From an optimization exercise on the open Yosys and OpenROAD flow, aimed at small area, a short achievable clock period and few clock cycles per item; shortcuts taken in it are not production practice. Only simulation tests tie the RTL to the original design; equivalence was not proved. No activity file was given, so power comes from the tool's default toggle rates.

v21:
// fc_layer_engine
module fc_layer_engine #(
    parameter int N_IN  = 64,
    parameter int N_OUT = 16,
    parameter int DW    = 10,
    parameter int WW    = 9,
    parameter int BW    = 11,
    parameter int ACCW  = 25,
    parameter int OW    = 16,
    parameter int SHIFT = 0
) (
    input  logic                       clk,
    input  logic                       rst_n,
    input  logic                       in_valid,
    input  logic [DW-1:0]              in_data,
    output logic                       in_ready,
    output logic [fc_pkg::idx_w(N_IN)-1:0] w_addr,
    input  logic [N_OUT*WW-1:0]        weight,
    input  logic [N_OUT*BW-1:0]        bias,
    output logic                       out_valid,
    input  logic                       out_ready,
    output logic [OW-1:0]              out_data,
    output logic [fc_pkg::idx_w(N_OUT)-1:0] out_idx,
    output logic                       layer_done
);
==> flow/config.mk <==
export PLATFORM = sky130hd
export DESIGN_NAME = fc_layer_engine
export DESIGN_NICKNAME = fc_layer_engine
export VERILOG_FILES = /design/flow/design.v
export SDC_FILE = /design/flow/constraint.sdc
export NUM_CORES = 4
export LEC_CHECK = 0
export CAP_MARGIN = 20
export CORE_MARGIN = 2
export CORE_UTILIZATION = 55
export SETUP_SLACK_MARGIN = 5.0
export SLEW_MARGIN = 20
==> flow/constraint.sdc <==
create_clock -name core_clock -period 8.5 [get_ports {clk}]
set_input_delay 1.7000 -clock core_clock [delete_from_list [all_inputs] [get_ports {clk}]]
set_output_delay 1.7000 -clock core_clock [all_outputs]
set_load 0.01 [all_outputs]
run.sh (not shown) runs the stock make flow with config.mk's settings and CLKGATE_MAP_FILE= SYNTH_SCRIPT=/design/flow/synth_recipe.tcl, a recipe that flattens the netlist after the stock synthesis.
Testbench counts of v21, summed over its fixed seeds: cycles 12,440, items 192.
### v21 -> v20
--- a/flow/design.v
+++ b/flow/design.v
@@ -318,27 +318,48 @@
     assign hi0[4] = cp[19] ^ hi_g5;
     assign hi1[4] = cp[19] ^ (hi_g5 | hi_p5);
     assign hi0[5] = cp[20] ^ hi_g11;
     assign hi1[5] = cp[20] ^ (hi_g11 | hi_p11);
     assign hi0[6] = cp[21] ^ hi_g8;
     assign hi1[6] = cp[21] ^ (hi_g8 | hi_p8);
     assign hi0[7] = cp[22] ^ hi_g12;
     assign hi1[7] = cp[22] ^ (hi_g12 | hi_p12);
     assign hi0[8] = cp[23] ^ hi_g7;
     assign hi1[8] = cp[23] ^ (hi_g7 | hi_p7);
     assign hi0[9] = cp[24] ^ hi_g13;
     assign hi1[9] = cp[24] ^ (hi_g13 | hi_p13);
-    logic ovf0, ovf1;
-    assign ovf0 = !((&hi0) || !(|hi0));
-    assign ovf1 = !((&hi1) || !(|hi1));
+    logic [8:0] eq_z, eq_o;
+    assign eq_z[0] = (acc_a[15] | acc_b[15]) == cp[16];
+    assign eq_o[0] = (acc_a[15] & acc_b[15]) != cp[16];
+    assign eq_z[1] = (acc_a[16] | acc_b[16]) == cp[17];
+    assign eq_o[1] = (acc_a[16] & acc_b[16]) != cp[17];
+    assign eq_z[2] = (acc_a[17] | acc_b[17]) == cp[18];
+    assign eq_o[2] = (acc_a[17] & acc_b[17]) != cp[18];
+    assign eq_z[3] = (acc_a[18] | acc_b[18]) == cp[19];
+    assign eq_o[3] = (acc_a[18] & acc_b[18]) != cp[19];
+    assign eq_z[4] = (acc_a[19] | acc_b[19]) == cp[20];
+    assign eq_o[4] = (acc_a[19] & acc_b[19]) != cp[20];
+    assign eq_z[5] = (acc_a[20] | acc_b[20]) == cp[21];
+    assign eq_o[5] = (acc_a[20] & acc_b[20]) != cp[21];
+    assign eq_z[6] = (acc_a[21] | acc_b[21]) == cp[22];
+    assign eq_o[6] = (acc_a[21] & acc_b[21]) != cp[22];
+    assign eq_z[7] = (acc_a[22] | acc_b[22]) == cp[23];
+    assign eq_o[7] = (acc_a[22] & acc_b[22]) != cp[23];
+    assign eq_z[8] = (acc_a[23] | acc_b[23]) == cp[24];
+    assign eq_o[8] = (acc_a[23] & acc_b[23]) != cp[24];
+    logic all_z, all_o, ovf0, ovf1;
+    assign all_z = &eq_z;
+    assign all_o = &eq_o;
+    assign ovf0 = !((all_z && !cp[15]) || (all_o && cp[15]));
+    assign ovf1 = !((all_z && cp[15]) || (all_o && !cp[15]));
     assign res = {hi1[9], hi0[9], ovf1, ovf0, c15, lo_s};
 endmodule
 module fc_layer_engine #(
     parameter int N_IN  = 64,
     parameter int N_OUT = 16,
     parameter int DW    = 10,
     parameter int WW    = 9,
     parameter int BW    = 11,
     parameter int ACCW  = 25,
     parameter int OW    = 16,
     parameter int SHIFT = 0
 ) (
Findings:
Looking at total power across both flows, v20 is the stronger of the two, with v21 trailing. From v21 to v20, number of buffers inserted by hold repair at cts did not move at all. v21 has a higher internal power consumption than v20. Diff v21 -> v20: design area fell about 2.4%; count of distinct cell types in the synthesized netlist fell 34%. | chip height | v20 vs v21 | about 1% lower |. The higher simple logic cell fraction of the synthesized area of v21 and v20 is in v21. Highest achievable clock rate (v20 vs. v21) decreases slightly.
Testbench counts of v20, summed over its fixed seeds: cycles 12,440, items 192.

---

fc_layer_engine, a different RTL version from the one above (not shown whole).
Size: roughly 8000 cells after synthesis, about 360 I/O pins, ~0.092 mm^2 of cells after synthesis.
Settings: LEC_CHECK=0, CAP_MARGIN=20, CORE_MARGIN=2, CORE_UTILIZATION=55, SETUP_SLACK_MARGIN=5.0, SLEW_MARGIN=20; clock period 8.5 ns.
standard.sh (not shown) runs the stock make flow with config.mk's settings and CLKGATE_MAP_FILE= SYNTH_SCRIPT=/design/flow/synth_recipe.tcl, a recipe that flattens the netlist after the stock synthesis.
==> flow/flow/run.sh <==
#!/bin/bash
# Own layout flow, built on the standard flow (standard.sh):
#  1. the standard synthesis, unchanged (bash standard.sh synth);
#  2. flow/polarity.py re-wires the inverters around full-adder cells in the synthesized
#     netlist (a full adder fed complemented inputs gives complemented outputs), which removes
#     inverters; no flip-flop, port or other cell changes (the original netlist is kept as
#     1_2_yosys.std.v);
#  3. the standard ORFS layout steps (bash standard.sh finish) with the port buffers made of
#     plain buffers and a larger setup-repair margin, so that timing repair keeps working
#     towards a shorter clock period. The clock period and constraints are the design's.
# Each step writes its full output to a log file of its own in this folder.
set -euo pipefail
MARGIN=$(cat flow/margin.txt)
R=orfs/results/${FLOW_PLATFORM:-sky130hd}/fc_layer_engine/base
bash standard.sh synth > synth.log 2>&1
cp "$R/1_2_yosys.v" "$R/1_2_yosys.std.v"
python3 flow/polarity.py "$R/1_2_yosys.std.v" "$R/1_2_yosys.pol.v" > polarity.log 2>&1
mv "$R/1_2_yosys.pol.v" "$R/1_2_yosys.v"
rm -f "$R/1_synth.odb" "$R/1_synth.sdc"
bash standard.sh finish SETUP_SLACK_MARGIN="$MARGIN" \
    BUFFER_PORTS_ARGS="-buffer_cell sky130_fd_sc_hd__buf_1" > layout.log 2>&1
test -f out/final.def
Other scripts of this flow, unchanged in this note and not shown: flow/flow/margin.txt, flow/flow/polarity.py
The first run passed the timing, DRC and antenna checks.
Testbench counts at the start, summed over its fixed seeds: cycles 12,440, items 192.
Next try:
--- a/flow/design.v
+++ b/flow/design.v
@@ -394,16 +394,14 @@
     logic                   r_rd_last;   
     logic [N_OUT-1:0]       r_rd_oh;     
     logic                   r_out_valid;
     logic                   r_out_vint;  
     logic [OUT_W-1:0]       r_out_idx;
     logic                   r_out_last;  
     logic [OW-1:0]          r_out_data;
-    logic [OW-1:0]          r_out_q;     
-    logic [OW-1:0]          w_out_new;
     logic                   r_done;
     logic [RW-1:0]          r_obuf [N_OUT];
     logic [RW-1:0]          w_raw  [N_OUT];
     localparam int NG = 4;
     logic [ND-1:0]          g_one [NG];
     logic [ND-1:0]          g_two [NG];
     logic [ND-1:0]          g_neg [NG];
@@ -416,32 +414,36 @@
     logic                   w_out_fire;
     logic                   w_capture;
     logic                   w_move;
     logic [IN_W-1:0]        w_in_cnt_n;
     logic                   w_pend_n;
     logic                   w_ob_full_n;
     logic                   w_in_ready_n;
+    logic                   w_out_vint_n;
+    logic [N_OUT-1:0]       w_sel;
     logic [ND-1:0]          w_one, w_two, w_neg;
     logic [DW:0]            w_xe;
     logic [RW-1:0]          w_rd;
     logic                   w_sgn, w_ovf;
     assign in_ready   = r_in_ready;
     assign w_addr     = r_in_cnt;
     assign out_valid  = r_out_valid;
     assign out_idx    = r_out_idx;
-    assign out_data   = r_out_q;
+    assign out_data   = r_out_data;
     assign layer_done = r_done;
     assign w_in_fire  = in_valid && !r_in_stall;
     assign w_out_fire = r_out_vint && out_ready;
-    assign w_capture  = r_fin && !r_ob_full;
+    assign w_capture  = r_fin && !r_ob_full && (!r_out_vint || out_ready);
     assign w_move     = r_ob_full && (!r_out_vint || out_ready);
     assign w_in_cnt_n  = w_in_fire ? r_in_cnt + IN_W'(1) : r_in_cnt;
     assign w_pend_n    = (w_in_fire && r_cnt_last) || (r_pend && !w_capture);
     assign w_ob_full_n = w_capture || (r_ob_full && !(w_move && r_rd_last));
-    assign w_in_ready_n = !(w_in_fire ? r_cnt_last : r_cnt_zero) || !w_pend_n || !w_ob_full_n;
+    assign w_out_vint_n = w_move || (r_out_vint && !w_out_fire);
+    assign w_in_ready_n = !(w_in_fire ? r_cnt_last : r_cnt_zero) || !w_pend_n
+                          || (!w_ob_full_n && !w_out_vint_n);
     assign w_xe = {in_data, 1'b0};
     genvar d;
     generate
         for (d = 0; d < ND; d++) begin : g_booth
             logic b2, b1, b0;
             assign b0 = w_xe[2*d];
             assign b1 = w_xe[2*d+1];
@@ -562,21 +564,20 @@
     always_ff @(posedge clk) begin
         if (w_capture) begin
             r_rd_oh <= N_OUT'(1);
         end else if (w_move) begin
             r_rd_oh <= {r_rd_oh[N_OUT-2:0], r_rd_oh[N_OUT-1]};
         end
     end
+    assign w_sel = w_move ? r_rd_oh : {r_rd_oh[0], r_rd_oh[N_OUT-1:1]};
     always_comb begin
         w_rd = '0;
         for (int i = 0; i < N_OUT; i++) begin
-            w_rd = w_rd | (r_rd_oh[i] ? r_obuf[i] : '0);
+            w_rd = w_rd | (w_sel[i] ? r_obuf[i] : '0);
         end
     end
     assign w_sgn = w_rd[OW-1] ? w_rd[OW+3] : w_rd[OW+2];
     assign w_ovf = w_rd[OW-1] ? w_rd[OW+1] : w_rd[OW];
-    assign w_out_new = {w_sgn, w_ovf ? {(OW-1){!w_sgn}} : w_rd[OW-2:0]};
     always_ff @(posedge clk) begin
-        r_out_data <= w_move ? w_out_new : r_out_q;
-        r_out_q    <= w_move ? w_out_new : r_out_data;
+        r_out_data <= {w_sgn, w_ovf ? {(OW-1){!w_sgn}} : w_rd[OW-2:0]};
     end
 endmodule
The changed run went through all stages and came out clean.
Combinational power stays flat.
Critical path depth rises by 1.
Total power falls by 0.63%.
Cell count rises by 0.47%.
Setup slack loses 0.10 ns.
Die area falls by about 0.6%.
Testbench counts after the change, summed over its fixed seeds: cycles 12,440, items 192.

static timing again, ports no longer ideal:
How much do the figures lean on ideal ports? The routed layouts below were timed once more, with nothing changed but the port constraints. Step 1 (the two cells are an assumption about what drives the block):
set clk [get_ports {clk}]
set_driving_cell -lib_cell sky130_fd_sc_hd__clkbuf_16 $clk
set_driving_cell -lib_cell sky130_fd_sc_hd__buf_2 [delete_from_list [all_inputs] $clk]
Step 2 times the ports against the registers' clock, not the clock port: input delays grow and output delays shrink by t, the midpoint of the rising clock arrivals with the driver on. Three values: no drivers, after step 1, after step 2; two values: the first two.
| run | t (ns) | setup slack, ns | worst hold slack (ns) | worst setup path at the end | cell pins on the clock port's net |
|---|---|---|---|---|---|
| v21 | 0.913 | 5.049 / 4.976 / 4.237 | 0.438 / 0.438 / 0.438 | input to register | 1 |
| v20 | 0.893 | 5.023 / 4.940 / 4.333 | 0.443 / 0.443 / 0.443 | input to register | 1 |
| the first run of note 2 | 0.909 | 5.294 / 5.242 / 4.718 | 0.427 / 0.427 / 0.427 | input to register | 1 |
| the second run of note 2 | 0.908 | 5.189 / 5.219 / 4.311 | 0.429 / 0.429 / 0.429 | input to register | 1 |
After both steps every run listed still meets setup and hold. For the second run of note 2, which loses most, drivers alone change the setup slack by +0.030 ns; drivers and shift together by -0.878 ns.
